Source: an optimization exercise on an open RTL-to-GDS flow (aim: small area and a short achievable clock period). Production flows keep margins and buffers that such runs may drop. Function was checked by simulation only, so behaviour that the tests miss may differ from the original. Power figures rest on the tool's default switching activity, not on a simulated workload.

File: design/flow/design.v
package dma_csr_queue_pkg;
    localparam logic [2:0] R_CTRL     = 3'd0;
    localparam logic [2:0] R_ADDR     = 3'd1;
    localparam logic [2:0] R_LEN      = 3'd2;
    localparam logic [2:0] R_PUSH     = 3'd3;
    localparam logic [2:0] R_STATUS   = 3'd4;
    localparam logic [2:0] R_EVENTS   = 3'd5;
    localparam logic [2:0] R_DONE_CNT = 3'd6;
endpackage
module desc_fifo (
    input  logic        clk,
    input  logic        rstn,
    input  logic        clr,
    input  logic        wr_vld,    
    input  logic [95:0] wr_dat,
    input  logic        rd_rdy,    
    output logic [95:0] rd_dat,
    output logic [2:0]  count,
    output logic        empty,
    output logic        full,
    output logic        do_rd
);
    logic [95:0] mem [4];
    logic [3:0]  rd_oh;
    logic [3:0]  wr_oh;
    logic        do_wr;
    assign empty = (count == 3'd0);
    assign full  = count[2];
    assign do_rd = rd_rdy && !empty && !clr;
    assign do_wr = wr_vld && (!full || do_rd) && !clr;
    always_comb begin
        case (count[1:0])
            2'd0:    wr_oh = rd_oh;
            2'd1:    wr_oh = {rd_oh[2:0], rd_oh[3]};
            2'd2:    wr_oh = {rd_oh[1:0], rd_oh[3:2]};
            default: wr_oh = {rd_oh[0], rd_oh[3:1]};
        endcase
        rd_dat = '0;
        for (int i = 0; i < 4; i++)
            rd_dat = rd_dat | ({96{rd_oh[i]}} & mem[i]);
    end
    always_ff @(posedge clk) begin
        for (int i = 0; i < 4; i++)
            if (do_wr && wr_oh[i]) mem[i] <= wr_dat;
    end
    always_ff @(posedge clk) begin
        if (!rstn || clr) begin
            rd_oh <= 4'b0001;
            count <= '0;
        end else begin
            if (do_rd) rd_oh <= {rd_oh[2:0], rd_oh[3]};
            if (do_wr && !do_rd)      count <= count + 3'd1;
            else if (do_rd && !do_wr) count <= count - 3'd1;
        end
    end
endmodule
module dma_csr_queue (
    input  logic               clk,
    input  logic               rstn,
    input  logic [63:0]        addr,
    input  logic [63:0]        wdata,
    input  logic               we,
    output logic [63:0]        rdata,
    output logic [3:0]         ch_start,
    output logic [3:0][63:0]   ch_addr,
    output logic [3:0][31:0]   ch_len,
    input  logic [3:0]         ch_busy,
    input  logic [3:0]         ch_done,
    input  logic [3:0]         ch_err,
    output logic               irq
);
    logic [3:0]  hit_ch_n;    
    logic        hit_irq;     
    logic        in_ch;
    logic [1:0]  cs;
    logic [2:0]  rs;
    logic [63:0] wd_m;        
    logic [3:0]  irq_src;
    logic [3:0][1:0]  d_ctrl;
    logic [3:0][63:0] d_addr;
    logic [3:0][31:0] d_len;
    logic [3:0][10:0] d_st;
    logic [3:0][2:0]  d_ev;
    logic [3:0][31:0] d_cnt;
    dma_csr_match u_match (.a(addr), .hit_ch_n(hit_ch_n), .hit_irq(hit_irq));
    assign in_ch = !hit_ch_n[0];
    assign cs    = addr[7:6];
    assign rs    = addr[5:3];
    assign wd_m  = wdata & {64{rstn}};
    for (genvar g = 0; g < 4; g++) begin : g_ch
        logic        wsel;
        logic        w_ctrl, w_addr, w_len, w_push, w_ev;
        logic        en_q, irq_en_q, flush_q;
        logic [63:0] stg_addr_q;
        logic [31:0] stg_len_q;
        logic [2:0]  ev_q;
        logic [2:0]  ev_set;
        logic [2:0]  ev_clr;
        logic [31:0] done_cnt_q;
        logic [31:0] cnt_flip;    
        logic [63:0] addr_q;
        logic [31:0] len_q;
        logic        issue_q, run_q, idle;
        logic        pop_req, pop, nz;
        logic        run_done, run_err, inc, ovf;
        logic [95:0] head;
        logic [2:0]  fifo_cnt;
        logic        fifo_empty, fifo_full;
        assign wsel   = in_ch && we && (cs == 2'(g));
        assign w_ctrl = wsel && (rs == dma_csr_queue_pkg::R_CTRL);
        assign w_addr = wsel && (rs == dma_csr_queue_pkg::R_ADDR);
        assign w_len  = wsel && (rs == dma_csr_queue_pkg::R_LEN);
        assign w_push = wsel && (rs == dma_csr_queue_pkg::R_PUSH);
        assign w_ev   = wsel && (rs == dma_csr_queue_pkg::R_EVENTS);
        assign idle    = !issue_q && !run_q;
        assign pop_req = idle && en_q;
        desc_fifo u_fifo (
            .clk    (clk),
            .rstn   (rstn),
            .clr    (flush_q),
            .wr_vld (w_push),
            .wr_dat ({stg_addr_q, stg_len_q}),
            .rd_rdy (pop_req),
            .rd_dat (head),
            .count  (fifo_cnt),
            .empty  (fifo_empty),
            .full   (fifo_full),
            .do_rd  (pop)
        );
        assign nz       = |head[31:0];
        assign run_done = run_q && ch_done[g];
        assign run_err  = run_q && !ch_done[g] && ch_err[g];
        assign inc      = run_done || (pop && !nz);
        assign ovf      = w_push && fifo_full && !pop && !flush_q;
        assign ev_set   = {run_err, ovf, inc};
        assign ev_clr   = w_ev ? wdata[2:0] : 3'b000;
        always_comb begin
            cnt_flip[0] = 1'b1;
            for (int i = 1; i < 32; i++) cnt_flip[i] = cnt_flip[i-1] & done_cnt_q[i-1];
        end
        always_ff @(posedge clk) begin
            if (w_ctrl || !rstn) begin
                en_q     <= wd_m[0];
                irq_en_q <= wd_m[1];
            end
            if (w_addr || !rstn) stg_addr_q <= wd_m;
            if (w_len || !rstn)  stg_len_q  <= wd_m[31:0];
            if (idle) begin
                addr_q <= head[95:32];
                len_q  <= head[31:0];
            end
            flush_q    <= rstn && w_ctrl && wdata[2];
            issue_q    <= rstn && ((pop && nz) || (issue_q && !ch_busy[g]));
            run_q      <= rstn && ((issue_q && ch_busy[g]) || (run_q && !ch_done[g] && !ch_err[g]));
            ev_q       <= {3{rstn}} & ((ev_q & ~ev_clr) | ev_set);
            done_cnt_q <= {32{rstn}} & (done_cnt_q ^ (cnt_flip & {32{inc}}));
        end
        assign ch_start[g] = issue_q;
        assign ch_addr[g]  = addr_q;
        assign ch_len[g]   = len_q;
        assign irq_src[g]  = irq_en_q && (|ev_q);
        assign d_ctrl[g] = {irq_en_q, en_q};
        assign d_addr[g] = stg_addr_q;
        assign d_len[g]  = stg_len_q;
        assign d_st[g]   = {fifo_cnt, 5'b0, fifo_full, fifo_empty, !idle};
        assign d_ev[g]   = ev_q;
        assign d_cnt[g]  = done_cnt_q;
    end
    always_ff @(posedge clk) begin
        irq <= rstn && (|irq_src);
    end
    for (genvar k = 0; k < 2; k++) begin : g_dec
        logic [3:0] s_ctrl, s_addr, s_len, s_st, s_ev, s_cnt;
        dma_csr_dec u_dec (
            .a(addr[7:3]), .s_ctrl(s_ctrl), .s_addr(s_addr), .s_len(s_len),
            .s_st(s_st), .s_ev(s_ev), .s_cnt(s_cnt)
        );
    end
    for (genvar b = 0; b < 64; b++) begin : g_rd
        localparam int K = b / 32;
        logic [1:0] t_addr;
        rd_ao22n u_ta0 (.a(g_dec[K].s_addr[0]), .b(d_addr[0][b]), .c(g_dec[K].s_addr[1]), .d(d_addr[1][b]), .y(t_addr[0]));
        rd_ao22n u_ta1 (.a(g_dec[K].s_addr[2]), .b(d_addr[2][b]), .c(g_dec[K].s_addr[3]), .d(d_addr[3][b]), .y(t_addr[1]));
        if (b >= 32) begin : g_hi
            rd_fin1 u_fin (.t0(t_addr[0]), .t1(t_addr[1]), .hn(hit_ch_n[b/16]), .y(rdata[b]));
        end else begin : g_lo
            logic [1:0] t_len, t_cnt;
            rd_ao22n u_tl0 (.a(g_dec[K].s_len[0]), .b(d_len[0][b]), .c(g_dec[K].s_len[1]), .d(d_len[1][b]), .y(t_len[0]));
            rd_ao22n u_tl1 (.a(g_dec[K].s_len[2]), .b(d_len[2][b]), .c(g_dec[K].s_len[3]), .d(d_len[3][b]), .y(t_len[1]));
            rd_ao22n u_tc0 (.a(g_dec[K].s_cnt[0]), .b(d_cnt[0][b]), .c(g_dec[K].s_cnt[1]), .d(d_cnt[1][b]), .y(t_cnt[0]));
            rd_ao22n u_tc1 (.a(g_dec[K].s_cnt[2]), .b(d_cnt[2][b]), .c(g_dec[K].s_cnt[3]), .d(d_cnt[3][b]), .y(t_cnt[1]));
            logic any_n;
            if (b >= 11 || (b >= 3 && b <= 7)) begin : g_m
                logic p0, p1;
                rd_nand3 u_p0 (.a(t_addr[0]), .b(t_addr[1]), .c(t_len[0]), .y(p0));
                rd_nand3 u_p1 (.a(t_len[1]), .b(t_cnt[0]), .c(t_cnt[1]), .y(p1));
                rd_nor2 u_any (.a(p0), .b(p1), .y(any_n));
            end else if (b >= 8) begin : g_m
                logic [1:0] t_st;
                logic p0, p1, p2;
                rd_ao22n u_ts0 (.a(g_dec[K].s_st[0]), .b(d_st[0][b]), .c(g_dec[K].s_st[1]), .d(d_st[1][b]), .y(t_st[0]));
                rd_ao22n u_ts1 (.a(g_dec[K].s_st[2]), .b(d_st[2][b]), .c(g_dec[K].s_st[3]), .d(d_st[3][b]), .y(t_st[1]));
                rd_nand3 u_p0 (.a(t_addr[0]), .b(t_addr[1]), .c(t_len[0]), .y(p0));
                rd_nand3 u_p1 (.a(t_len[1]), .b(t_cnt[0]), .c(t_cnt[1]), .y(p1));
                rd_nand2 u_p2 (.a(t_st[0]), .b(t_st[1]), .y(p2));
                rd_nor3 u_any (.a(p0), .b(p1), .c(p2), .y(any_n));
            end else if (b == 2) begin : g_m
                logic [1:0] t_st, t_ev;
                logic p0, p1, p2;
                rd_ao22n u_ts0 (.a(g_dec[K].s_st[0]), .b(d_st[0][b]), .c(g_dec[K].s_st[1]), .d(d_st[1][b]), .y(t_st[0]));
                rd_ao22n u_ts1 (.a(g_dec[K].s_st[2]), .b(d_st[2][b]), .c(g_dec[K].s_st[3]), .d(d_st[3][b]), .y(t_st[1]));
                rd_ao22n u_te0 (.a(g_dec[K].s_ev[0]), .b(d_ev[0][b]), .c(g_dec[K].s_ev[1]), .d(d_ev[1][b]), .y(t_ev[0]));
                rd_ao22n u_te1 (.a(g_dec[K].s_ev[2]), .b(d_ev[2][b]), .c(g_dec[K].s_ev[3]), .d(d_ev[3][b]), .y(t_ev[1]));
                rd_nand4 u_p0 (.a(t_addr[0]), .b(t_addr[1]), .c(t_len[0]), .d(t_len[1]), .y(p0));
                rd_nand3 u_p1 (.a(t_cnt[0]), .b(t_cnt[1]), .c(t_st[0]), .y(p1));
                rd_nand3 u_p2 (.a(t_st[1]), .b(t_ev[0]), .c(t_ev[1]), .y(p2));
                rd_nor3 u_any (.a(p0), .b(p1), .c(p2), .y(any_n));
            end else begin : g_m
                logic [1:0] t_st, t_ev, t_ct;
                logic p0, p1, p2;
                rd_ao22n u_ts0 (.a(g_dec[K].s_st[0]), .b(d_st[0][b]), .c(g_dec[K].s_st[1]), .d(d_st[1][b]), .y(t_st[0]));
                rd_ao22n u_ts1 (.a(g_dec[K].s_st[2]), .b(d_st[2][b]), .c(g_dec[K].s_st[3]), .d(d_st[3][b]), .y(t_st[1]));
                rd_ao22n u_te0 (.a(g_dec[K].s_ev[0]), .b(d_ev[0][b]), .c(g_dec[K].s_ev[1]), .d(d_ev[1][b]), .y(t_ev[0]));
                rd_ao22n u_te1 (.a(g_dec[K].s_ev[2]), .b(d_ev[2][b]), .c(g_dec[K].s_ev[3]), .d(d_ev[3][b]), .y(t_ev[1]));
                rd_ao22n u_tr0 (.a(g_dec[K].s_ctrl[0]), .b(d_ctrl[0][b]), .c(g_dec[K].s_ctrl[1]), .d(d_ctrl[1][b]), .y(t_ct[0]));
                rd_ao22n u_tr1 (.a(g_dec[K].s_ctrl[2]), .b(d_ctrl[2][b]), .c(g_dec[K].s_ctrl[3]), .d(d_ctrl[3][b]), .y(t_ct[1]));
                rd_nand4 u_p0 (.a(t_addr[0]), .b(t_addr[1]), .c(t_len[0]), .d(t_len[1]), .y(p0));
                rd_nand4 u_p1 (.a(t_cnt[0]), .b(t_cnt[1]), .c(t_st[0]), .d(t_st[1]), .y(p1));
                rd_nand4 u_p2 (.a(t_ev[0]), .b(t_ev[1]), .c(t_ct[0]), .d(t_ct[1]), .y(p2));
                rd_nor3 u_any (.a(p0), .b(p1), .c(p2), .y(any_n));
            end
            if (b <= 3) begin : g_f
                logic v_n;
                rd_nand2 u_v (.a(irq_src[b]), .b(hit_irq), .y(v_n));
                rd_o21ai u_fin (.a1(any_n), .a2(hit_ch_n[b/16]), .b1(v_n), .y(rdata[b]));
            end else begin : g_f
                rd_nor2 u_fin (.a(any_n), .b(hit_ch_n[b/16]), .y(rdata[b]));
            end
        end
    end
endmodule
module dma_csr_match (
    input  logic [63:0] a,
    output logic [3:0]  hit_ch_n,
    output logic        hit_irq
);
    logic [50:0] zb;         
    logic [16:0] z1;         
    logic [5:0]  z2_n;       
    logic [1:0]  z3;         
    logic        oc, of;     
    assign zb = {a[63:31], a[29:12]};
    for (genvar i = 0; i < 17; i++) begin : g_l1
        rd_nor3 u (.a(zb[3*i]), .b(zb[3*i+1]), .c(zb[3*i+2]), .y(z1[i]));
    end
    for (genvar i = 0; i < 5; i++) begin : g_l2
        rd_nand3 u (.a(z1[3*i]), .b(z1[3*i+1]), .c(z1[3*i+2]), .y(z2_n[i]));
    end
    rd_nand3 u_l2x (.a(z1[15]), .b(z1[16]), .c(a[30]), .y(z2_n[5]));
    rd_nor3 u_l3a (.a(z2_n[0]), .b(z2_n[1]), .c(z2_n[2]), .y(z3[0]));
    rd_nor3 u_l3b (.a(z2_n[3]), .b(z2_n[4]), .c(z2_n[5]), .y(z3[1]));
    dma_csr_offch u_oc (.a(a[11:0]), .y(oc));
    dma_csr_offirq u_of (.a(a[11:0]), .y(of));
    for (genvar l = 0; l < 4; l++) begin : g_hc
        rd_nand3 u (.a(z3[0]), .b(z3[1]), .c(oc), .y(hit_ch_n[l]));
    end
    logic        hit_irq_n;
    rd_nand3 u_hi (.a(z3[0]), .b(z3[1]), .c(of), .y(hit_irq_n));
    rd_inv   u_hiy (.a(hit_irq_n), .y(hit_irq));
endmodule
module dma_csr_offch (
    input  logic [11:0] a,
    output logic        y
);
    logic o1, o2, o3, oc_n;
    rd_nor3  u_o1 (.a(a[0]), .b(a[1]), .c(a[2]), .y(o1));
    rd_nor2  u_o2 (.a(a[11]), .b(a[10]), .y(o2));
    rd_nor2  u_o3 (.a(a[9]), .b(a[8]), .y(o3));
    rd_nand3 u_oc (.a(o1), .b(o2), .c(o3), .y(oc_n));
    rd_inv   u_y  (.a(oc_n), .y(y));
endmodule
module dma_csr_offirq (
    input  logic [11:0] a,
    output logic        y
);
    logic f1, f2, f3, g1_n, g2_n, fa_n;
    rd_nor3  u_f1 (.a(a[0]), .b(a[1]), .c(a[2]), .y(f1));
    rd_nor3  u_f2 (.a(a[3]), .b(a[4]), .c(a[5]), .y(f2));
    rd_nor2  u_f3 (.a(a[6]), .b(a[7]), .y(f3));
    rd_nand2 u_g1 (.a(a[11]), .b(a[10]), .y(g1_n));
    rd_nand2 u_g2 (.a(a[9]), .b(a[8]), .y(g2_n));
    rd_nand3 u_fa (.a(f1), .b(f2), .c(f3), .y(fa_n));
    rd_nor3  u_y  (.a(fa_n), .b(g1_n), .c(g2_n), .y(y));
endmodule
module dma_csr_dec (
    input  logic [7:3] a,
    output logic [3:0] s_ctrl,
    output logic [3:0] s_addr,
    output logic [3:0] s_len,
    output logic [3:0] s_st,
    output logic [3:0] s_ev,
    output logic [3:0] s_cnt
);
    logic [3:0] c_n;    
    logic [7:0] r_n;    
    for (genvar c = 0; c < 4; c++) begin : g_c
        rd_nand2 u (.a(a[7] == c[1]), .b(a[6] == c[0]), .y(c_n[c]));
    end
    for (genvar r = 0; r < 8; r++) begin : g_r
        rd_nand3 u (.a(a[5] == r[2]), .b(a[4] == r[1]), .c(a[3] == r[0]), .y(r_n[r]));
    end
    for (genvar c = 0; c < 4; c++) begin : g_s
        rd_nor2 u_ctrl (.a(c_n[c]), .b(r_n[0]), .y(s_ctrl[c]));
        rd_nor2 u_addr (.a(c_n[c]), .b(r_n[1]), .y(s_addr[c]));
        rd_nor2 u_len  (.a(c_n[c]), .b(r_n[2]), .y(s_len[c]));
        rd_nor2 u_st   (.a(c_n[c]), .b(r_n[4]), .y(s_st[c]));
        rd_nor2 u_ev   (.a(c_n[c]), .b(r_n[5]), .y(s_ev[c]));
        rd_nor2 u_cnt  (.a(c_n[c]), .b(r_n[6]), .y(s_cnt[c]));
    end
endmodule
module rd_inv (input logic a, output logic y);
    assign y = !a;
endmodule
module rd_nor2 (input logic a, b, output logic y);
    assign y = !(a || b);
endmodule
module rd_nand2 (input logic a, b, output logic y);
    assign y = !(a && b);
endmodule
module rd_nor3 (input logic a, b, c, output logic y);
    assign y = !(a || b || c);
endmodule
module rd_nand3 (input logic a, b, c, output logic y);
    assign y = !(a && b && c);
endmodule
module rd_nand4 (input logic a, b, c, d, output logic y);
    assign y = !(a && b && c && d);
endmodule
module rd_ao22n (input logic a, b, c, d, output logic y);
    assign y = !((a && b) || (c && d));
endmodule
module rd_o21ai (input logic a1, a2, b1, output logic y);
    assign y = !((a1 || a2) && b1);
endmodule
module rd_fin1 (input logic t0, t1, hn, output logic y);
    assign y = !((t0 && t1) || hn);
endmodule
File: design/flow/constraint.sdc
create_clock -name core_clock -period 8.0 [get_ports {clk}]
set_input_delay 1.6000 -clock core_clock [delete_from_list [all_inputs] [get_ports {clk}]]
set_output_delay 1.6000 -clock core_clock [all_outputs]
set_load 0.01 [all_outputs]
File: design/flow/flow/run.sh
#!/bin/bash
# Standard ORFS layout (the standard.sh) with two changes:
#  - port buffers use buf_1 (the resizer may upsize them) instead of the default delay-cell buffer;
#  - clock tree: clkbuf_4/clkbuf_8 with sinks clustered by 12, and no dummy balancing loads.
set -euo pipefail
bash standard.sh BUFFER_PORTS_ARGS="-buffer_cell sky130_fd_sc_hd__buf_1" \
  CTS_ARGS="-sink_clustering_enable -repair_clock_nets -sink_clustering_size 12 -sink_clustering_max_diameter 60 -buf_list {sky130_fd_sc_hd__clkbuf_4 sky130_fd_sc_hd__clkbuf_8} -dont_use_dummy_load" \
  finish > standard_flow.log 2>&1
File: design/flow/standard.sh
#!/bin/bash
# synth_recipe.tcl (not shown) runs the flow's synth.tcl, then flattens the netlist and writes it again
# the make line also repeats each setting of config.mk as NAME=value (left out here)
make -C /OpenROAD-flow-scripts/flow DESIGN_CONFIG=/design/flow/config.mk WORK_HOME=/design/flow/orfs CLKGATE_MAP_FILE= SYNTH_SCRIPT=/design/flow/synth_recipe.tcl "${@:-finish}"
File: design/flow/config.mk
export PLATFORM = sky130hd
export DESIGN_NAME = dma_csr_queue
export DESIGN_NICKNAME = dma_csr_queue
export VERILOG_FILES = /design/flow/design.v
export SDC_FILE = /design/flow/constraint.sdc
export NUM_CORES = 4
export LEC_CHECK = 0
export CAP_MARGIN = 20
export CORE_MARGIN = 2
export CORE_UTILIZATION = 65
export PLACE_DENSITY = 0.9
export SETUP_SLACK_MARGIN = 3.5
export SLEW_MARGIN = 20
export SYNTH_HIERARCHICAL = 1
==> impl_metrics.env, run 1 <==
export IMPL_status="complete, no violations"
export IMPL_end_kind="primary output"
export IMPL_critical_path_max_stage_delay_ns=0.52
export IMPL_synthCells=5317
export IMPL_fp_dieH_um=380
export IMPL_p_int_w=0.0198
export IMPL_wirelength_um=301000
export IMPL_cts_tree="done"
export IMPL_power_frac_clock_pct=23.1
export IMPL_wl_per_cell_um=37.2
export IMPL_vdd_ir_drop_worst_mv=0.242
export IMPL_buffers_and_inverters_on_the_worst_path=6
export IMPL_vias=60093
export IMPL_finalClockSkew_ns=0.123
export IMPL_slew_headroom_pct=17.2
export IMPL_pwr_density_cell_mw_per_mm2=277
export IMPL_effective_utilization_at_floorplan_pct=65.3
export IMPL_die_x_um=380
export IMPL_fin_crit_sh_pct=64.8
export IMPL_yosysWarningCount=9
export IMPL_hold_class="reg -> reg"
export IMPL_clk_latency_ns=1.03
export IMPL_grt_remaining_overflow=0
export IMPL_cts_buffer_depth=3
export IMPL_timing_critical_path_cells="buf_8 > buf_8 > nand3_4 > buf_6 > buf_12 > nor2_4 > buf_12 > a22oi_2 > nand3_4 > nor2_4 > nor2_1 > buf_2"
export IMPL_place_gp_congestion=0.953
export IMPL_setup_viol_count_final=0
export IMPL_initial_antenna_violation_count=28
export IMPL_pwr_share_comb_pct=16.1
export IMPL_worst_path_max_delay_cell="sky130_fd_sc_hd__a22oi_2"
export IMPL_finalNonFillerCells=8103
export IMPL_cts_made_buffers=232
export IMPL_cp_start_kind="input pin"
export IMPL_max_cap_violations=0
export IMPL_drt_first_pass_iters=11
export IMPL_cp_required_ns=6.40
export IMPL_share_seq_of_total_power_pct=60.8
export IMPL_power_switching_fraction_pct=31.4
export IMPL_share_of_layout_cells_above_drive_strength_1_pct=18.1
export IMPL_maxSlewViolCount=0
export IMPL_place_area_mm2=0.0969
export IMPL_setup_tns_ns=0
export IMPL_synth_avg_cell_area_um2=17.3
export IMPL_grt_util_all_layers_pct=39.6
export IMPL_cell_class_contributing_the_biggest_share_of_worst_path_delay="buffers and inverters"
export IMPL_static_leakage_power_nw=33.6
export IMPL_report_final_hold_viol_count=0
export IMPL_core_area_mm2=0.141
export IMPL_layout_filler_cells=7507
export IMPL_tightest_slew_ns=1.24
export IMPL_root_buffer="sky130_fd_sc_hd__clkbuf_8"
export IMPL_max_fo_critical_path=6
export IMPL_unrepaired_setup_endpoints_after_global_routing="true"
export IMPL_ant_nets=0
export IMPL_die_area_mm2=0.145
export IMPL_total_switching_power_w=0.00903
export IMPL_layout_core_utilization_pct=73.7
export IMPL_period_needed_ns=5.18
export IMPL_clock_tree_htree_level_count=4
export IMPL_drc=0
export IMPL_worst_ep_arrival_time_ns=3.58
export IMPL_drt_initial_drc_count=11657
export IMPL_syn_nets=5472
export IMPL_grt_first_pass_wirelength_um=404000
export IMPL_ios=596
export IMPL_final_net_count=6346
export IMPL_postLayoutCellArea_mm2=0.104
export IMPL_timing_fmax_mhz=193
export IMPL_mappedNetlistArea_mm2=0.0921
export IMPL_cts_sink_count=2493
export IMPL_crit_path_category="in -> out"
export IMPL_estimated_wirelength_of_the_detail_placed_design_um=171000
export IMPL_grt_pass1_vias=55964
export IMPL_worst_setup_hold_path_clk_slew_ns=0.07
export IMPL_dp_cells=7659
export IMPL_rows=138
export IMPL_syn2layout_area_growth_pct=12.8
export IMPL_viasPerCell=7.42
export IMPL_number_of_buffer_cells_added_on_primary_ports=595
export IMPL_grt_max_degree=76
## metal layers
metal	GRT usage [%]	up-vias	part of all wire (%)
li1	-	22726	-
met1	50.2	28507	30
met2	57.9	7064	43
met3	15.7	1780	18
met4	23.9	16	8.9
met5	0.364	-	0.089
## path summary, 6_finish.rpt
| kind | cells after the start | slack, ns | endpoint | startpoint |
|---|---|---|---|---|
| max | 12 | 2.82 | rdata[16] | addr[3] |
| min | 2 | 0.44 | g_ch[0].addr_q[18]$_DFFE_PP_ | g_ch[0].u_fifo.mem[0][50]$_DFFE_PP_ |
| max reg2reg | 10 | 3.42 | g_ch[1].done_cnt_q[17]$_DFF_P_ | g_ch[1].u_fifo.rd_oh[3]$_SDFFE_PP0P_ |
| min reg2reg | 2 | 0.44 | g_ch[0].addr_q[18]$_DFFE_PP_ | g_ch[0].u_fifo.mem[0][50]$_DFFE_PP_ |
## through the flow
stage / total power (W) / hold WS (ns) / setup slack (ns)
2_1_floorplan: 0.0192 / 0.460 / 2.68
3_3_place_gp: 0.0216 / 0.476 / 1.95
3_5_place_dp: 0.0218 / 0.485 / 1.87
4_1_cts: 0.0281 / 0.435 / 3.01
5_1_grt: 0.0293 / 0.486 / 2.86
6_report: 0.0288 / 0.435 / 2.82
## worst min-delay path: cells and delay by family (launching register included)
kind             cells  cell delay (ns)
flip-flops           1             0.32
AO/OA/AOI/OAI        1             0.08
AND/OR/NAND/NOR      1             0.05
## what timing repair did
action                                  in CTS  in global routing
endpoints found under the hold margin        0                  0
gates resized for setup                    240                145
pin swaps                                   92                109
endpoints found under the setup margin    1181                876
buffers inserted                           102                 47
hold buffers                                 0                  0
cloned                                      30                  8
## power by group through the flow
stage	clock network [W]	registers [W]	logic [W]
floorplan	0	0.0173	0.00192
global placement	0	0.0176	0.00403
detailed placement	0	0.0176	0.00416
CTS	0.00645	0.0173	0.00431
global route	0.00698	0.0175	0.00475
finish	0.00665	0.0175	0.00464
## final cells by class
| type | count | area [um2] | share of cell area [%] |
|---|---|---|---|
| flip-flops and latches | 2493 | 73100 | 70.4 |
| multi-input cells | 2553 | 19000 | 18.3 |
| inverters | 52 | 239 | 0.230 |
| clock buffers | 232 | 3190 | 3.07 |
| repair buffers | 859 | 5920 | 5.69 |
| well taps | 1890 | 2360 | 2.28 |
| diodes | 24 | 60.1 | 0.0578 |
## sequential cells by signal, summed over array words and instances (netlist names)
name and cells:
g_ch.u_fifo.rd_oh 16, g_ch.addr_q 256, g_ch.issue_q 4, irq 1, g_ch.en_q 4, g_ch.done_cnt_q 128, g_ch.len_q 128, g_ch.u_fifo.count 12
g_ch.irq_en_q 4, g_ch.run_q 4, g_ch.flush_q 4, g_ch.stg_len_q 128, g_ch.ev_q 12, g_ch.stg_addr_q 256, g_ch.u_fifo.mem 1536
## cell usage in the layout (no fill, tap or decap), types with 14 or more instances in the layout
master / instances
sky130_fd_sc_hd__a21oi_2: 21
sky130_fd_sc_hd__buf_1: 528
sky130_fd_sc_hd__nand2b_1: 29
sky130_fd_sc_hd__nand3_1: 81
sky130_fd_sc_hd__nor2b_4: 17
sky130_fd_sc_hd__and3_1: 30
sky130_fd_sc_hd__buf_2: 43
sky130_fd_sc_hd__nor3_2: 27
sky130_fd_sc_hd__buf_12: 69
sky130_fd_sc_hd__nor4_1: 41
sky130_fd_sc_hd__nor2_1: 172
sky130_fd_sc_hd__diode_2: 24
sky130_fd_sc_hd__nor2b_2: 14
sky130_fd_sc_hd__buf_16: 17
sky130_fd_sc_hd__buf_6: 42
sky130_fd_sc_hd__xor2_1: 71
sky130_fd_sc_hd__inv_1: 36
sky130_fd_sc_hd__xnor2_1: 37
sky130_fd_sc_hd__edfxtp_1: 2312
sky130_fd_sc_hd__buf_4: 134
sky130_fd_sc_hd__nand3_2: 29
sky130_fd_sc_hd__nor2_2: 24
sky130_fd_sc_hd__dfxtp_1: 165
sky130_fd_sc_hd__nand2_1: 469
sky130_fd_sc_hd__and2_1: 75
sky130_fd_sc_hd__o21ai_0: 24
sky130_fd_sc_hd__nand4_1: 57
sky130_fd_sc_hd__a22oi_2: 278
sky130_fd_sc_hd__dfxtp_4: 16
sky130_fd_sc_hd__nor2_4: 37
sky130_fd_sc_hd__clkbuf_8: 232
sky130_fd_sc_hd__a22oi_1: 768
sky130_fd_sc_hd__nand3_4: 21
sky130_fd_sc_hd__a21oi_1: 27
sky130_fd_sc_hd__mux2i_1: 25
==> inputs of run 2 (changes only) <==
--- a/design/flow/design.v
+++ b/design/flow/design.v
@@ -170,5 +170,5 @@
         irq <= rstn && (|irq_src);
     end
-    for (genvar k = 0; k < 2; k++) begin : g_dec
+    for (genvar k = 0; k < 3; k++) begin : g_dec
         logic [3:0] s_ctrl, s_addr, s_len, s_st, s_ev, s_cnt;
         dma_csr_dec u_dec (
@@ -178,5 +178,5 @@
     end
     for (genvar b = 0; b < 64; b++) begin : g_rd
-        localparam int K = b / 32;
+        localparam int K = (b >= 32) ? 1 : ((b <= 10) ? 2 : 0);
         logic [1:0] t_addr;
         rd_ao22n u_ta0 (.a(g_dec[K].s_addr[0]), .b(d_addr[0][b]), .c(g_dec[K].s_addr[1]), .d(d_addr[1][b]), .y(t_addr[0]));
--- a/design/flow/config.mk
+++ b/design/flow/config.mk
@@ -9,5 +9,5 @@
 export CORE_MARGIN = 2
 export CORE_UTILIZATION = 65
-export PLACE_DENSITY = 0.9
+export PLACE_DENSITY = 0.8
 export SETUP_SLACK_MARGIN = 3.5
 export SLEW_MARGIN = 20
==> run 2 against run 1 <==
  * Clock power down 4.5%
  * Sequential share of layout area up 0.41 points
  * Flip-flop and latch count unchanged
  * Critical path depth down 2
  * First-iteration DRC count down 19%
  * Cell count down 0.64%
  * Worst hold slack better by 0.049 ns
  * Synthesized area up 0.10%
  * Wire length down 11%
  * Register-to-register slack better by 0.11 ns
==> impl_metrics.env, run 2 <==
export IMPL_status="complete, no violations"
export IMPL_max_fo_critical_path=7
export IMPL_syn2layout_area_growth_pct=12.1
export IMPL_setup_tns_ns=0
export IMPL_maxSlewViolCount=0
export IMPL_final_net_count=6312
export IMPL_worst_setup_hold_path_clk_slew_ns=0.07
export IMPL_mappedNetlistArea_mm2=0.0922
export IMPL_buffers_and_inverters_on_the_worst_path=4
export IMPL_layout_cells_most_common_list="2312 x sky130_fd_sc_hd__edfxtp_1, 768 x sky130_fd_sc_hd__a22oi_1, 525 x sky130_fd_sc_hd__buf_1"
export IMPL_initial_antenna_violation_count=10
export IMPL_period_needed_ns=4.93
export IMPL_slew_headroom_pct=24.6
export IMPL_worst_hold_depth=2
export IMPL_grt_util_all_layers_pct=35.8
export IMPL_place_gp_congestion=1.01
export IMPL_crit_path_category="in -> out"
export IMPL_grt_max_degree=97
export IMPL_timing_fmax_mhz=203
export IMPL_fin_total_pwr_w=0.0280
export IMPL_grt_first_pass_wirelength_um=369000
export IMPL_tightest_slew_ns=1.13
export IMPL_worst_ep_arrival_time_ns=3.33
export IMPL_fin_crit_sh_pct=61.6
export IMPL_grt_pass1_vias=52397
export IMPL_number_of_buffer_cells_added_on_primary_ports=595
export IMPL_root_buffer="sky130_fd_sc_hd__clkbuf_8"
export IMPL_end_kind="primary output"
export IMPL_synthCells=5341
export IMPL_report_final_hold_viol_count=0
export IMPL_unrepaired_setup_endpoints_after_global_routing="true"
export IMPL_vias=55977
export IMPL_effective_utilization_at_floorplan_pct=65.3
export IMPL_cts_made_buffers=228
export IMPL_clk_latency_ns=0.99
export IMPL_die_area_mm2=0.145
export IMPL_cts_buffer_depth=3
export IMPL_viasPerCell=6.95
export IMPL_worst_path_max_delay_cell="sky130_fd_sc_hd__nor3_4"
export IMPL_cell_class_contributing_the_biggest_share_of_worst_path_delay="simple AND/OR/NAND/NOR gates"
export IMPL_drt_initial_drc_count=9490
export IMPL_final_common_cell="sky130_fd_sc_hd__edfxtp_1"
export IMPL_clock_tree_htree_level_count=4
export IMPL_finalClockSkew_ns=0.0800
export IMPL_cts_tree="done"
export IMPL_wirelength_um=267000
export IMPL_cts_sink_count=2493
export IMPL_ios=596
export IMPL_max_cap_violations=0
export IMPL_hold_class="reg -> reg"
export IMPL_vdd_ir_drop_worst_mv=0.179
export IMPL_critical_path_cell_count=10
export IMPL_registers_with_the_most_flip_flops="g_ch.u_fifo.mem x1536, g_ch.addr_q x256, g_ch.stg_addr_q x256"
export IMPL_top_register_by_number_of_flip_flops="g_ch.u_fifo.mem"
export IMPL_die_x_um=381
export IMPL_synth_avg_cell_area_um2=17.3
export IMPL_place_area_mm2=0.0971
export IMPL_logic_depth_of_the_worst_register_to_register_path=10
export IMPL_grt_remaining_overflow=0
export IMPL_drt_first_pass_iters=6
export IMPL_syn_nets=5496
export IMPL_share_of_layout_cells_above_drive_strength_1_pct=17.7
export IMPL_core_area_mm2=0.141
export IMPL_static_leakage_power_nw=33.3
export IMPL_postLayoutCellArea_mm2=0.103
export IMPL_cp_required_ns=6.40
export IMPL_largest_register_ffs=1536
export IMPL_estimated_wirelength_of_the_detail_placed_design_um=169000
export IMPL_wl_per_cell_um=33.2
export IMPL_critical_path_max_stage_delay_ns=0.33
export IMPL_ant_nets=0
export IMPL_pwr_density_cell_mw_per_mm2=271
export IMPL_yosysWarningCount=9
export IMPL_fp_dieH_um=381
export IMPL_cp_start_kind="input pin"
export IMPL_rows=138
export IMPL_setup_viol_count_final=0
export IMPL_drc=0
export IMPL_timing_critical_path_cells="buf_16 > clkinvlp_4 > nand3_4 > nor2_4 > buf_4 > a22oi_2 > nand4_1 > nor3_4 > o21ai_1 > buf_2"
## run 2: power by group
part / internal [W] / switching (W)
registers: 0.0160 / 0.00135
clock network: 0.00252 / 0.00383
logic: 0.00120 / 0.00311
total: 0.0197 / 0.00829
## run 2: routing by layer
metal | share of wire (%) | GRT usage, %
met5 | 0.021 | 0
met4 | 5.5 | 16.6
met3 | 15 | 10.1
met2 | 45 | 53.1
met1 | 35 | 49.9
## run 2: timing repair
action	CTS	global route
hold endpoints to repair	0	0
setup buffers	50	49
gates resized for setup	249	175
pin swaps	51	87
cloned	5	14
hold buffers	0	0
endpoints found under the setup margin	234	265
## run 2: path summary, 6_finish.rpt
kind | start | endpoint | slack [ns]
max | addr[5] | rdata[2] | 3.07
min | g_ch[0].u_fifo.mem[1][92]$_DFFE_PP_ | g_ch[0].addr_q[60]$_DFFE_PP_ | 0.48
max reg2reg | g_ch[1].u_fifo.rd_oh[0]$_SDFFE_PP1P_ | g_ch[1].done_cnt_q[17]$_DFF_P_ | 3.53
min reg2reg | g_ch[0].u_fifo.mem[1][92]$_DFFE_PP_ | g_ch[0].addr_q[60]$_DFFE_PP_ | 0.48
## run 2: layout make-up
cell class / count / area, um2
tap: 1890 / 2360
fill: 8032 / 37800
timing repair buffer: 818 / 5220
inverter: 57 / 263
antenna: 6 / 15.0
sequential: 2493 / 73100
multi-input combinational: 2559 / 19200
clock buffer: 228 / 3140
## run 2: metrics by stage
step                      setup slack (ns)  hold WS [ns]  util, %  cells
after floorplan                       2.68         0.460        -   5341
final                                 3.07         0.485     73.2   8051
after global placement                1.96         0.475     68.8   7698
after CTS                             3.16         0.493     72.1   7982
after global routing                  3.04         0.522     73.2   8046
after detailed placement              1.85         0.485     68.8   7699
## run 2: worst register-to-register path, cell delays in order, from the launching register on
cell                      delay, ns
sky130_fd_sc_hd__dfxtp_4       0.61
sky130_fd_sc_hd__buf_4         0.52
sky130_fd_sc_hd__a22oi_1       0.22
sky130_fd_sc_hd__nand2_1       0.13
sky130_fd_sc_hd__nor4_1        0.59
sky130_fd_sc_hd__nand4_1       0.68
sky130_fd_sc_hd__o31ai_4       0.54
sky130_fd_sc_hd__buf_4         0.37
sky130_fd_sc_hd__nand3_1       0.24
sky130_fd_sc_hd__or3_1         0.37
sky130_fd_sc_hd__a21oi_1       0.14
==> inputs of run 3 (changes only) <==
--- a/design/flow/design.v
+++ b/design/flow/design.v
@@ -170,5 +170,9 @@
         irq <= rstn && (|irq_src);
     end
-    for (genvar k = 0; k < 3; k++) begin : g_dec
+    for (genvar l = 2; l < 4; l++) begin : g_rs
+        logic r_addr;
+        rd_dec1 u_rdec (.a(addr[5:3]), .y(r_addr));
+    end
+    for (genvar k = 0; k < 1; k++) begin : g_dec
         logic [3:0] s_ctrl, s_addr, s_len, s_st, s_ev, s_cnt;
         dma_csr_dec u_dec (
@@ -178,11 +182,13 @@
     end
     for (genvar b = 0; b < 64; b++) begin : g_rd
-        localparam int K = (b >= 32) ? 1 : ((b <= 10) ? 2 : 0);
-        logic [1:0] t_addr;
-        rd_ao22n u_ta0 (.a(g_dec[K].s_addr[0]), .b(d_addr[0][b]), .c(g_dec[K].s_addr[1]), .d(d_addr[1][b]), .y(t_addr[0]));
-        rd_ao22n u_ta1 (.a(g_dec[K].s_addr[2]), .b(d_addr[2][b]), .c(g_dec[K].s_addr[3]), .d(d_addr[3][b]), .y(t_addr[1]));
+        localparam int K = 0;
         if (b >= 32) begin : g_hi
-            rd_fin1 u_fin (.t0(t_addr[0]), .t1(t_addr[1]), .hn(hit_ch_n[b/16]), .y(rdata[b]));
+            logic m_addr;
+            rd_mux4 u_ma (.s(addr[7:6]), .d0(d_addr[0][b]), .d1(d_addr[1][b]), .d2(d_addr[2][b]), .d3(d_addr[3][b]), .y(m_addr));
+            rd_and3b u_fin (.an(hit_ch_n[b/16]), .b(m_addr), .c(g_rs[b/16].r_addr), .y(rdata[b]));
         end else begin : g_lo
+            logic [1:0] t_addr;
+            rd_ao22n u_ta0 (.a(g_dec[K].s_addr[0]), .b(d_addr[0][b]), .c(g_dec[K].s_addr[1]), .d(d_addr[1][b]), .y(t_addr[0]));
+            rd_ao22n u_ta1 (.a(g_dec[K].s_addr[2]), .b(d_addr[2][b]), .c(g_dec[K].s_addr[3]), .d(d_addr[3][b]), .y(t_addr[1]));
             logic [1:0] t_len, t_cnt;
             rd_ao22n u_tl0 (.a(g_dec[K].s_len[0]), .b(d_len[0][b]), .c(g_dec[K].s_len[1]), .d(d_len[1][b]), .y(t_len[0]));
@@ -343,5 +349,11 @@
     assign y = !((a1 || a2) && b1);
 endmodule
-module rd_fin1 (input logic t0, t1, hn, output logic y);
-    assign y = !((t0 && t1) || hn);
+module rd_dec1 (input logic [5:3] a, output logic y);
+    assign y = (a == 3'd1);
+endmodule
+module rd_mux4 (input logic [1:0] s, input logic d0, d1, d2, d3, output logic y);
+    assign y = s[1] ? (s[0] ? d3 : d2) : (s[0] ? d1 : d0);
+endmodule
+module rd_and3b (input logic an, b, c, output logic y);
+    assign y = !an && b && c;
 endmodule
==> run 3 against run 2 <==
  * Still clean on timing, DRC and antenna
  * Clock-buffer cell count is 2 higher
  * Synthesized area is 0.22% lower
  * Final area hardly changed
  * Sequential power hardly changed
  * Maximum frequency hardly changed
  * Largest cell class unchanged
  * Setup slack better by 0.0028 ns
  * Register-to-register slack better by 0.07 ns
  * Global-route usage is 1.2 points higher
  * Power hardly changed
  * Die area is 0.21% lower
  * Largest power group unchanged
  * Via count is 0.54% lower
==> impl_metrics.env, run 3 <==
export IMPL_status="complete, no violations"
export IMPL_synth_seq_cells=2493
export IMPL_layout_cells_most_common_list="2312 x sky130_fd_sc_hd__edfxtp_1, 768 x sky130_fd_sc_hd__a22oi_1, 529 x sky130_fd_sc_hd__buf_1"
export IMPL_mappedNetlistArea_mm2=0.0920
export IMPL_vias=55677
export IMPL_unrepaired_setup_endpoints_after_global_routing="true"
export IMPL_estimated_wirelength_of_the_detail_placed_design_um=176000
export IMPL_vdd_ir_drop_worst_mv=0.238
export IMPL_drt_first_pass_iters=6
export IMPL_top_area_cell_type_share_of_the_netlist_area_pct=75.5
export IMPL_final_common_cell="sky130_fd_sc_hd__edfxtp_1"
export IMPL_finalClockSkew_ns=0.144
export IMPL_worst_setup_hold_path_clk_slew_ns=0.06
export IMPL_setup_viol_count_final=0
export IMPL_cts_made_buffers=230
export IMPL_synthCells=5274
export IMPL_clk_latency_ns=1.03
export IMPL_die_x_um=380
export IMPL_final_net_count=6301
export IMPL_effective_utilization_at_floorplan_pct=65.2
export IMPL_syn_nets=5429
export IMPL_synthFlopType="sky130_fd_sc_hd__edfxtp_1"
export IMPL_cts_buffer_depth=3
export IMPL_setup_tns_ns=0
export IMPL_fp_dieH_um=380
export IMPL_registers_with_the_most_flip_flops="g_ch.u_fifo.mem x1536, g_ch.addr_q x256, g_ch.stg_addr_q x256"
export IMPL_place_gp_congestion=0.969
export IMPL_async_reset_ff_share_pct=0
export IMPL_yosysMostFrequentCell="sky130_fd_sc_hd__edfxtp_1"
export IMPL_end_kind="primary output"
export IMPL_top_register_by_number_of_flip_flops="g_ch.u_fifo.mem"
export IMPL_max_fo_critical_path=6
export IMPL_hold_class="reg -> reg"
export IMPL_synth_avg_cell_area_um2=17.4
export IMPL_yosysWarningCount=9
export IMPL_share_of_layout_cells_above_drive_strength_1_pct=17.3
export IMPL_core_area_mm2=0.141
export IMPL_ant_nets=0
export IMPL_root_buffer="sky130_fd_sc_hd__clkbuf_8"
export IMPL_wirelength_um=272000
export IMPL_die_area_mm2=0.145
export IMPL_largest_register_ffs=1536
export IMPL_yosysTopAreaCell="sky130_fd_sc_hd__edfxtp_1"
export IMPL_initial_antenna_violation_count=22
export IMPL_report_final_hold_viol_count=0
export IMPL_syn2layout_area_growth_pct=12.3
export IMPL_static_leakage_power_nw=33.9
export IMPL_drt_initial_drc_count=9082
export IMPL_grt_remaining_overflow=0
export IMPL_pwr_density_cell_mw_per_mm2=271
export IMPL_grt_util_all_layers_pct=37.0
export IMPL_cts_sink_count=2493
export IMPL_worst_ep_arrival_time_ns=3.32
export IMPL_drc=0
export IMPL_logic_depth_of_the_worst_register_to_register_path=10
export IMPL_crit_path_category="in -> out"
export IMPL_cp_start_kind="input pin"
export IMPL_cp_required_ns=6.40
export IMPL_ys_types=63
export IMPL_wl_per_cell_um=33.8
export IMPL_ys_top_cells_by_area="sky130_fd_sc_hd__edfxtp_1 75%, sky130_fd_sc_hd__a22oi_1 6.3%, sky130_fd_sc_hd__dfxtp_1 3.9%, sky130_fd_sc_hd__a22oi_2 2.9%, sky130_fd_sc_hd__nand2_1 1.9%"
export IMPL_slew_headroom_pct=8.27
export IMPL_worst_hold_depth=2
export IMPL_number_of_buffer_cells_added_on_primary_ports=595
export IMPL_synth_edff_count=2312
export IMPL_cts_tree="done"
export IMPL_viasPerCell=6.92
export IMPL_period_needed_ns=4.92
export IMPL_grt_max_degree=97
export IMPL_seq_area_frac_synth_pct=79.4
export IMPL_layout_filler_cells=8114
export IMPL_ys_top_cells_by_count="2312 x sky130_fd_sc_hd__edfxtp_1, 768 x sky130_fd_sc_hd__a22oi_1, 470 x sky130_fd_sc_hd__nand2_1"
export IMPL_timing_fmax_mhz=203
export IMPL_max_cap_violations=0
export IMPL_grt_pass1_vias=52655
export IMPL_rows=138
export IMPL_fin_total_pwr_w=0.0280
export IMPL_maxSlewViolCount=0
export IMPL_clock_tree_htree_level_count=4
export IMPL_fin_crit_sh_pct=61.5
export IMPL_ios=596
export IMPL_grt_first_pass_wirelength_um=377000
export IMPL_tightest_slew_ns=1.37
==> run 3: changes by cell type in the layout (fill, tap and decap cells not counted), moves of 8 or more <==
cell | before | now
sky130_fd_sc_hd__buf_6 | 47 | 36
sky130_fd_sc_hd__buf_4 | 134 | 172
sky130_fd_sc_hd__mux4_2 | 4 | 36
sky130_fd_sc_hd__clkbuf_2 | 3 | 11
sky130_fd_sc_hd__nor2_4 | 60 | 44
sky130_fd_sc_hd__diode_2 | 6 | 14
sky130_fd_sc_hd__a21oi_2 | 17 | 0
sky130_fd_sc_hd__and3b_1 | 0 | 27
sky130_fd_sc_hd__a22oi_2 | 278 | 214
sky130_fd_sc_hd__buf_12 | 45 | 59
sky130_fd_sc_hd__a21oi_4 | 15 | 0
==> run 3: final timing paths <==
path	from	endpoint	slack, ns
worst max-delay path	addr[3]	rdata[0]	3.08
worst max register to register	g_ch[2].u_fifo.rd_oh[2]$_SDFFE_PP0P_	g_ch[2].done_cnt_q[23]$_DFF_P_	3.60
worst min-delay path	g_ch[1].done_cnt_q[31]$_DFF_P_	g_ch[1].done_cnt_q[31]$_DFF_P_	0.50
worst min register to register	g_ch[1].done_cnt_q[31]$_DFF_P_	g_ch[1].done_cnt_q[31]$_DFF_P_	0.50
==> run 3: modules after synthesis, one instance, submodules excluded, excerpt <==
module / copies in the design / area [um2] / flops+latches
rd_o21ai: 4 / 5.00 / 0
rd_nor2: 81 / 3.75 / 0
dma_csr_queue: 1 / 31000 / 929
rd_inv: 2 / 3.75 / 0
rd_nand3: 79 / 5.00 / 0
rd_ao22n: 214 / 12.5 / 0
rd_mux4: 32 / 22.5 / 0
rd_nand2: 13 / 3.75 / 0
rd_and3b: 32 / 8.76 / 0
rd_dec1: 2 / 12.5 / 0
rd_nand4: 7 / 6.26 / 0
rd_nor3: 29 / 10.0 / 0
dma_csr_dec: 1 / 18.8 / 0
desc_fifo: 4 / 14000 / 391
==> run 3: area by class of cell <==
type	count	area, um2	area share [%]
antenna	14	35.0	0.0339
clock buffer	230	3170	3.06
inverter	48	221	0.214
multi-input combinational	2510	18900	18.3
sequential	2493	73100	70.8
tap	1890	2360	2.29
timing repair buffer	863	5480	5.30
==> run 3: per-stage QoR <==
stage / instance area, um2 / hold WS [ns] / std cells / worst slack [ns] / utilization, %
after global routing: 103000 / 0.513 / 8040 / 3.07 / 73.2
after CTS: 102000 / 0.491 / 7982 / 3.11 / 72.6
after detailed placement: 96800 / 0.489 / 7617 / 1.49 / 68.6
after floorplan: 92200 / 0.460 / 5274 / 2.68 / -
after global placement: 96700 / 0.483 / 7616 / 1.60 / 68.6
final: 103000 / 0.502 / 8048 / 3.08 / 73.2
==> run 3: cells by family after synthesis <==
| logic type | share of synthesized area [%] |
|---|---|
| AO/OA/AOI/OAI | 9.79 |
| XOR/XNOR | 1.03 |
| adder cells (fa/ha/maj) | 0.196 |
| buffers and inverters | 1.38 |
| flip-flops | 79.4 |
| multiplexers | 1.50 |
| AND/OR/NAND/NOR | 6.68 |
==> run 3: metal layers <==
layer | share of wire, % | GRT usage [%]
met5 | 0.025 | 0
met2 | 46 | 55.5
met3 | 15 | 11.9
met4 | 6.3 | 19.3
met1 | 33 | 49.1
==> run 3: power breakdown <==
group / switching [W] / internal [W]
logic: 0.00314 / 0.00123
registers: 0.00131 / 0.0160
clock network: 0.00381 / 0.00254
==> run 3: worst max-delay path, cell delays in order <==
cell and delay, ns:
sky130_fd_sc_hd__buf_12 0.12, sky130_fd_sc_hd__clkinvlp_4 0.18, sky130_fd_sc_hd__nand3_4 0.13, sky130_fd_sc_hd__buf_12 0.13, sky130_fd_sc_hd__nor2_4 0.06, sky130_fd_sc_hd__buf_12 0.14, sky130_fd_sc_hd__a22oi_2 0.20, sky130_fd_sc_hd__nand4_1 0.17
sky130_fd_sc_hd__nor3_2 0.28, sky130_fd_sc_hd__o21ai_4 0.14, sky130_fd_sc_hd__buf_2 0.16
==> run 3: timing repair <==
action | in CTS | in global routing
hold buffers | 0 | 0
gates resized for setup | 264 | 121
endpoints found under the setup margin | 707 | 636
pin swaps | 113 | 76
hold endpoints to repair | 0 | 0
gates cloned | 15 | 4
setup buffers | 120 | 48

## separate check: timing with driven ports
The flow's constraints put no driver on any port. The routed layouts listed below were extracted and timed again, unchanged, in two steps.
Step 1, drivers: a clkbuf_16 drives clk and a buf_2 each remaining input, both assumed.
Step 2 times the ports against the registers' clock, not the clock port: input delays grow and output delays shrink by t, the midpoint of the rising clock arrivals with the driver on.
Three values: no drivers, after step 1, after step 2; two values: the first two.
run | shift t [ns] | setup slack, ns | hold WS [ns] | worst slew at a driven data input, ns
run 1 | 1.069 | 2.815 / 2.774 / 2.633 | 0.435 / 0.435 / 0.435 | 0.14
run 2 | 1.040 | 3.074 / 2.914 / 2.588 | 0.485 / 0.485 / 0.485 | 0.20
run 3 | 1.040 | 3.076 / 2.869 / 2.669 | 0.502 / 0.502 / 0.502 | 0.23
After both steps every run listed still meets setup and hold. For run 2, which loses most, drivers alone change the setup slack by -0.160 ns; drivers and shift together by -0.486 ns.
